Context: an optimization exercise on an open-source flow, tuned for small area and few clock cycles per item. The choices shown serve that exercise and are no tape-out recipe. In this exercise RTL edits were held to simulation tests only and were not proved equivalent to the original. Power and IR drop assume default switching activity.

<file path="design.v">
package isa_pkg;
	localparam int data_w = 32;
	localparam int reg_count = 16;
	localparam int reg_idx_w = 4;
	localparam int imm_w = 19;
	localparam int opcode_w = 5;
	localparam int sh_w = 5;         
	localparam int opcode_lsb = 27;
	localparam int ra_lsb = 23;
	localparam int rb_lsb = 19;
	localparam int rc_lsb = 15;
	typedef enum logic [opcode_w-1:0] {
		op_add  = 5'b00101,
		op_sub  = 5'b00110,
		op_and  = 5'b00111,
		op_or   = 5'b01000,
		op_shr  = 5'b01001,
		op_shl  = 5'b01010,
		op_ror  = 5'b01011,
		op_rol  = 5'b01100,
		op_addi = 5'b01101,
		op_andi = 5'b01110,
		op_ori  = 5'b01111,
		op_mul  = 5'b10000,
		op_neg  = 5'b10010,
		op_not  = 5'b10011
	} opcode_t;
	typedef struct packed {
		opcode_t opcode;
		logic [reg_idx_w-1:0] dest;      
		logic [reg_idx_w-1:0] src_a;     
		logic [reg_idx_w-1:0] src_b;     
		logic is_imm;
		logic [data_w-1:0] imm;          
	} decoded_op_t;
	localparam int decoded_op_w = opcode_w + 3*reg_idx_w + 1 + data_w;
endpackage
package flow_pkg;
	localparam int queue_depth = 4;
	localparam int ptr_w = 2;
	localparam int credit_w = 3;
endpackage
`timescale 1ns/1ps
import isa_pkg::*;
module register_file (
	input  logic clk,
	input  logic reset,
	input  logic [reg_idx_w-1:0] rd_a_idx,
	input  logic [reg_idx_w-1:0] rd_b_idx,
	input  logic wr_en,
	input  logic [reg_idx_w-1:0] wr_idx,
	input  logic [data_w-1:0] wr_data,
	output logic [data_w-1:0] rd_a,
	output logic [data_w-1:0] rd_b
);
	logic [data_w-1:0] regs [reg_count];
	logic [data_w-1:0] wd;
	logic [reg_count-1:0] we;
	logic [reg_count-1:0] sel_a;
	logic [reg_count-1:0] sel_b;
	assign wd = reset ? '0 : wr_data;
	always_comb begin
		for (int i = 0; i < reg_count; i++) begin
			we[i] = reset | (wr_en & (wr_idx == reg_idx_w'(i)));
			sel_a[i] = (rd_a_idx == reg_idx_w'(i));
			sel_b[i] = (rd_b_idx == reg_idx_w'(i));
		end
	end
	always_comb begin
		rd_a = '0;
		rd_b = '0;
		for (int i = 0; i < reg_count; i++) begin
			rd_a = rd_a | (regs[i] & {data_w{sel_a[i]}});
			rd_b = rd_b | (regs[i] & {data_w{sel_b[i]}});
		end
	end
	always_ff @(posedge clk) begin
		for (int i = 0; i < reg_count; i++)
			if (we[i])
				regs[i] <= wd;
	end
endmodule
`timescale 1ns/1ps
import isa_pkg::*;
module alu (
	input  logic [opcode_w-1:0] op,
	input  logic [data_w-1:0] a,
	input  logic [data_w-1:0] b,
	output logic [data_w-1:0] result
);
	logic is_sub;
	logic is_neg;
	logic is_add;
	logic is_and;
	logic is_or;
	logic is_shr;
	logic is_shl;
	logic is_rot;
	logic is_not;
	logic invert;
	logic [data_w-1:0] x;
	logic [data_w-1:0] y;
	logic [data_w-1:0] sum;
	logic [sh_w-1:0] amount;
	logic [sh_w-1:0] rot_by;
	logic too_far;
	logic [2*data_w-1:0] doubled;
	logic [data_w-1:0] rotated;
	logic [data_w-1:0] mask_r;
	logic [data_w-1:0] mask_l;
	logic [data_w-1:0] shifted;
	assign is_add = (op == op_add) | (op == op_addi);
	assign is_sub = (op == op_sub);
	assign is_neg = (op == op_neg);
	assign is_and = (op == op_and) | (op == op_andi);
	assign is_or = (op == op_or) | (op == op_ori);
	assign is_shr = (op == op_shr);
	assign is_shl = (op == op_shl);
	assign is_rot = (op == op_ror) | (op == op_rol);
	assign is_not = (op == op_not);
	assign invert = is_sub | is_neg;
	assign x = is_neg ? '0 : a;
	assign y = (is_neg ? a : b) ^ {data_w{invert}};
	assign sum = x + y + data_w'(invert);
	assign amount = b[sh_w-1:0];
	assign too_far = |b[data_w-1:sh_w];
	assign rot_by = ((op == op_rol) | is_shl) ? sh_w'(-amount) : amount;
	assign doubled = {a, a};
	assign rotated = data_w'(doubled >> rot_by);
	assign mask_r = {data_w{1'b1}} >> amount;
	always_comb
		for (int i = 0; i < data_w; i++)
			mask_l[i] = mask_r[data_w-1-i];
	assign shifted = rotated & (is_shr ? mask_r : is_shl ? mask_l : {data_w{1'b1}})
		& {data_w{~(too_far & ~is_rot)}};
	always_comb begin
		result = '0;
		if (is_add | is_sub | is_neg)
			result = result | sum;
		if (is_and)
			result = result | (a & b);
		if (is_or)
			result = result | (a | b);
		if (is_shr | is_shl | is_rot)
			result = result | shifted;
		if (is_not)
			result = result | ~a;
	end
endmodule
`timescale 1ns/1ps
import isa_pkg::*;
module datapath_top (
	input  logic clk,
	input  logic reset,
	input  logic in_valid,
	input  logic [data_w-1:0] in_instr,
	input  logic res_ready,
	output logic in_ready,
	output logic res_valid,
	output logic [reg_idx_w-1:0] res_dest,
	output logic [2*data_w-1:0] res_z
);
	localparam int mul_w = 8;
	localparam int mul_steps = data_w / mul_w;
	localparam int step_w = 2;     
	logic [opcode_w-1:0] opcode;
	logic [reg_idx_w-1:0] ra;
	logic [data_w-1:0] imm;
	logic legal;
	logic is_imm;
	logic is_mul;
	logic out_free;
	logic last_step;
	logic take;
	logic mul_step;
	logic [step_w-1:0] step;
	logic [data_w-1:0] rd_a;
	logic [data_w-1:0] rd_b;
	logic [data_w-1:0] operand_b;
	logic [data_w-1:0] result;
	logic [mul_w-1:0] b_part;
	logic [data_w-1:0] acc_hi;
	logic [data_w+mul_w-1:0] mul_sum;
	assign opcode = in_instr[opcode_lsb +: opcode_w];
	assign ra = in_instr[ra_lsb +: reg_idx_w];
	assign imm = {{(data_w-imm_w){in_instr[imm_w-1]}}, in_instr[imm_w-1:0]};
	always_comb begin
		case (opcode)
			op_add, op_sub, op_and, op_or,
			op_shr, op_shl, op_ror, op_rol,
			op_addi, op_andi, op_ori,
			op_mul, op_neg, op_not: legal = 1'b1;
			default: legal = 1'b0;
		endcase
	end
	assign is_imm = (opcode == op_addi) || (opcode == op_andi) || (opcode == op_ori);
	assign is_mul = (opcode == op_mul);
	assign out_free = ~res_valid | res_ready;
	assign last_step = (step == step_w'(mul_steps - 1));
	assign in_ready = ~legal | (out_free & (~is_mul | last_step));
	assign take = in_valid & legal & in_ready;
	assign mul_step = in_valid & is_mul & out_free;
	register_file register_file_inst (
		.clk(clk),
		.reset(reset),
		.rd_a_idx(in_instr[rb_lsb +: reg_idx_w]),
		.rd_b_idx(in_instr[rc_lsb +: reg_idx_w]),
		.wr_en(take & ~is_mul),
		.wr_idx(ra),
		.wr_data(result),
		.rd_a(rd_a),
		.rd_b(rd_b)
	);
	assign operand_b = is_imm ? imm : rd_b;
	alu alu_inst (
		.op(opcode),
		.a(rd_a),
		.b(operand_b),
		.result(result)
	);
	assign b_part = rd_b[step*mul_w +: mul_w];
	assign acc_hi = (step == '0) ? '0 : res_z[2*data_w-1:data_w];
	assign mul_sum = acc_hi + rd_a * b_part;
	always_ff @(posedge clk) begin
		if (reset) begin
			step <= '0;
			res_valid <= 1'b0;
		end else begin
			if (mul_step)
				step <= last_step ? '0 : step + 1'b1;
			if (take)
				res_valid <= 1'b1;
			else if (res_ready)
				res_valid <= 1'b0;
		end
	end
	always_ff @(posedge clk) begin
		if (mul_step)
			res_z <= {mul_sum, res_z[data_w-1:mul_w]};
		else if (take)
			res_z <= {{data_w{1'b0}}, result};
		if (take)
			res_dest <= ra;
	end
endmodule
</file>
<file path="run.sh">
#!/bin/bash
# synth_recipe.tcl (not shown) runs the flow's synth.tcl, then flattens the netlist and writes it again
# the make line also repeats each setting of config.mk as NAME=value (left out here)
make -C /OpenROAD-flow-scripts/flow DESIGN_CONFIG=/design/flow/config.mk WORK_HOME=/design/flow/orfs CLKGATE_MAP_FILE= SYNTH_SCRIPT=/design/flow/synth_recipe.tcl finish
</file>
<file path="config.mk">
export PLATFORM = sky130hd
export DESIGN_NAME = datapath_top
export DESIGN_NICKNAME = datapath_top
export VERILOG_FILES = /design/flow/design.v
export SDC_FILE = /design/flow/constraint.sdc
export NUM_CORES = 4
export LEC_CHECK = 0
export ABC_AREA = 1
export CAP_MARGIN = 20
export CORE_MARGIN = 2
export CORE_UTILIZATION = 40
export SETUP_SLACK_MARGIN = 0.5
export SLEW_MARGIN = 20
</file>
<file path="constraint.sdc">
create_clock -name core_clock -period 12.0 [get_ports {clk}]
set_input_delay 2.4000 -clock core_clock [delete_from_list [all_inputs] [get_ports {clk}]]
set_output_delay 2.4000 -clock core_clock [all_outputs]
set_load 0.01 [all_outputs]
</file>
==> flow_summary.json <==
{
  "crit_cells": 35,
  "final.setup_skew_ns": 0.0451,
  "path_buf_inv": 9,
  "vias": 40700,
  "grt_pass1_vias": 38500,
  "dieArea_um2": 107000,
  "reg2reg_slack_ns": 4.24,
  "cts.sinks": 583,
  "die_w_um": 328,
  "r2r_cells": 31,
  "grt_first_pass_wirelength_um": 275000,
  "power.total_w": 0.00833,
  "first_iter_violations": 6592,
  "peakVddDrop_v": 0.000106,
  "tightestPinTransition_ns": 1.21,
  "routed_wl_um": 194000,
  "crit_slowest_cell": "inv_2",
  "r2r_end": "res_z[58]$_SDFFCE_PN0P_",
  "cts_buffers": 70,
  "viasPerCell": 5.87,
  "synth-main-ff-cell": "edfxtp_1",
  "die_h_um": 328,
  "hold_class": "reg -> reg",
  "criticalPathCategory": "in -> reg",
  "fin_crit_sh_pct": 87.3,
  "ant_nets": 0,
  "period_needed_ns": 10.47,
  "cts_hold_buf": 0,
  "num_io_pins": 106,
  "p_per_area_nw_per_um2": 174,
  "drcViolationCount": 0,
  "cts_root_buffer": "clkbuf_16",
  "setup_ws_ns": 1.53,
  "setup_viol": 0,
  "cts_tree": "built",
  "routabilityCongestion": 1.02,
  "pre_cts_ws_ns": 1.12,
  "syn_inst": 5359,
  "cellLeakagePower_nw": 21.5,
  "startpoint": "in_instr[16]",
  "slowest_delay_ns": 0.64,
  "dp_hpwl_um": 137000,
  "hold_viol_final": 0,
  "status": "finished clean",
  "first_pass_iters": 7,
  "rows": 118,
  "cts.htree.levels": 3,
  "syn_area_um2": 41900,
  "final_nets": 5840,
  "overflow": 0,
  "path_delay_family": "simple AND/OR/NAND/NOR gates",
  "synth_edf_count": 580,
  "clockBufferDepth": 3,
  "syn_to_final_growth_pct": 14.4,
  "tns_ns": 0,
  "async_reset_ff_share_pct": 0,
  "ctsResizeCount": 0,
  "core-area_um2": 104000,
  "ys_seq_elements": 583,
  "synth.avg_cell_area_um2": 7.82,
  "required_ns": 12.40,
  "insertion_delay_ns": 0.67,
  "antenna_found_initial": 10,
  "cp-end-kind": "flop",
  "cts_setup_buffers": 0,
  "port_buffers": 105,
  "initial_utilization_pct": 40.4,
  "yosys_warnings": 4,
  "rsz0062_at_grt": "no",
  "slew_violations": 0,
  "crit_fanout": 26,
  "crit_arrival_ns": 10.88,
  "fmax_ghz": 0.0955,
  "worst_setup_path_start_kind": "primary input",
  "max_cap_viol_count": 0,
  "cp-endpoint": "res_z[58]$_SDFFCE_PN0P_",
  "synth_fp_nets": 5704,
  "drive_above_1_share_pct": 6.92,
  "grt_max_degree": 57,
  "worst_r2r_startpoint": "register_file_inst.regs[13][10]$_DFFE_PP_",
  "yosysSeqAreaShare_pct": 41.7,
  "path_clk_slew_ns": 0.06,
  "synth_cell_type_count": 52,
  "grt_use_total_pct": 35.8,
  "critPathMostFrequentCell": "inv_1",
  "slew_headroom_pct": 19.1,
  "wire_per_inst_um": 28.0
}
-- layout make-up --
type                    instances  area [um2]
fillers                     10300       55700
multi-input cells            3970       21700
flip-flops and latches        583       17500
inverters                     611        2290
repair buffers                259        2260
clock buffers                  78        1790
well taps                    1380        1730
clock inverters                47         654
diodes                          5        12.5
-- worst min path at each step --
stage	slack [ns]	cells after the start	to	start
final	0.58	2	res_z[23]$_DFFE_PP_	res_z[31]$_DFFE_PP_
after global routing	0.63	2	res_z[23]$_DFFE_PP_	res_z[31]$_DFFE_PP_
after CTS	0.58	2	res_z[23]$_DFFE_PP_	res_z[31]$_DFFE_PP_
after detailed placement	0.55	2	res_z[23]$_DFFE_PP_	res_z[31]$_DFFE_PP_
after global placement	0.57	2	res_z[12]$_DFFE_PP_	res_z[20]$_DFFE_PP_
after floorplan	0.59	2	res_z[23]$_DFFE_PP_	res_z[31]$_DFFE_PP_
-- state kept, by name, summed over array words and instances, names as in the netlist --
signal                   count
res_dest                     4
register_file_inst.regs    512
res_valid                    1
step                         2
res_z                       64
-- layout by cell type (no fill, tap or decap), types with 10 or more instances in the layout --
master / Yosys / layout
o21ai_0: 341 / 323
nor2_4: 2 / 13
nor3_1: 40 / 39
a211oi_1: 16 / 16
nand2_1: 1768 / 1767
o22ai_1: 53 / 52
buf_4: 4 / 150
nand4_1: 57 / 57
o21a_1: 16 / 16
a31oi_1: 18 / 17
nand2_2: 9 / 10
o211ai_1: 30 / 30
ha_1: 96 / 96
nand3_1: 255 / 255
edfxtp_1: 580 / 580
bufinv_16: 0 / 12
o21ai_1: 49 / 47
xor2_1: 25 / 25
clkinv_1: 12 / 21
fa_1: 213 / 213
inv_2: 15 / 15
clkinv_2: 0 / 12
nor2_1: 706 / 672
clkbuf_16: 0 / 70
nor2_2: 10 / 33
clkdlybuf4s50_1: 0 / 105
inv_1: 584 / 583
o21ai_4: 0 / 16
a21oi_1: 190 / 183
or2_2: 17 / 17
-- cell families after synthesis --
kind of cell / after synthesis / synth area share (%)
adders and majority gates: 309 / 13.0
buffers and inverters: 806 / 7.42
AOI/OAI and AO/OA: 750 / 9.81
and+or+nand+nor: 2882 / 27.4
DFF: 583 / 41.7
xor gates and xnor gates: 29 / 0.606
-- metal layers --
layer  wire [um]  GRT usage, %  vias up
li1            -             -    17700
met1       73400          47.2    19300
met2       80300          52.3     3034
met3       26800          10.3      635
met4       13800          21.7        6
met5          49             0        -
-- cells in the mapped netlist (6+ instances only) --
cell type	n	area (um2)
a211oi_1	16	120
nor4_1	6	37.5
edfxtp_1	580	17400
clkbuf_1	134	503
fa_1	213	4260
a21o_1	6	45.0
inv_1	584	2190
buf_2	49	245
nor3_1	40	200
or2_2	17	106
o21ai_0	341	1710
nand3_1	255	1280
o21ai_1	49	245
o211ai_1	30	225
nor2_2	10	62.6
a21oi_1	190	951
clkinv_1	12	45.0
nor2_1	706	2650
nand4_1	57	357
o21a_1	16	120
buf_1	7	26.3
a21boi_0	6	45.0
nand2_2	9	56.3
nand2_1	1768	6640
ha_1	96	1200
o22ai_1	53	332
inv_2	15	56.3
a31oi_1	18	113
xor2_1	25	219
-- where the power goes --
part | switching [W] | internal [W] | total, W
clock network | 0.000947 | 0.00135 | 0.00230
registers | 0.0000997 | 0.00250 | 0.00260
logic | 0.00243 | 0.00101 | 0.00344
total | 0.00348 | 0.00486 | 0.00833
-- per-stage QoR --
stage / utilization (%) / hold slack, ns / std cells / instance area (um2)
2_1_floorplan: - / 0.590 / 5359 / 41900
3_3_place_gp: 43.9 / 0.570 / 6803 / 45500
3_5_place_dp: 43.9 / 0.546 / 6803 / 45500
4_1_cts: 46.2 / 0.581 / 6928 / 47900
5_1_grt: 46.2 / 0.625 / 6928 / 47900
6_report: 46.2 / 0.579 / 6933 / 47900
-- worst reg2reg max path: cells and delay by family (launching register included) --
kind            cells  cell delay [ns]
flops               1             0.41
compound gates      8             1.55
buf+inv             5             0.69
fa+ha+maj           5             2.35
simple gates       13             2.50
Testbench counts, summed over its fixed seeds: cycles 19,218, items 16,000.

==> afterwards: timing with drivers on the ports <==
Ports are ideal in the flow. The routed layout listed here was re-timed in OpenROAD.
Step 1, drivers: a clkbuf_16 drives clk and a buf_2 each remaining input, both assumed.
Step 2 adds t to the input delays and takes it off the output delays; t is the mean of the earliest and latest rising clock arrival at the registers after step 1. Input paths then give back, and output paths get back, about the clock's delay inside the block.
Three values: ideal, step 1, step 2; two values: the first two.
shift t [ns]: 0.724
setup WS [ns]: 1.527 / 1.578 / 0.854
worst setup path at the end: input to register
After both steps setup and hold are still met in this run. For this run, drivers alone change the setup slack by +0.051 ns; drivers and shift together by -0.673 ns.
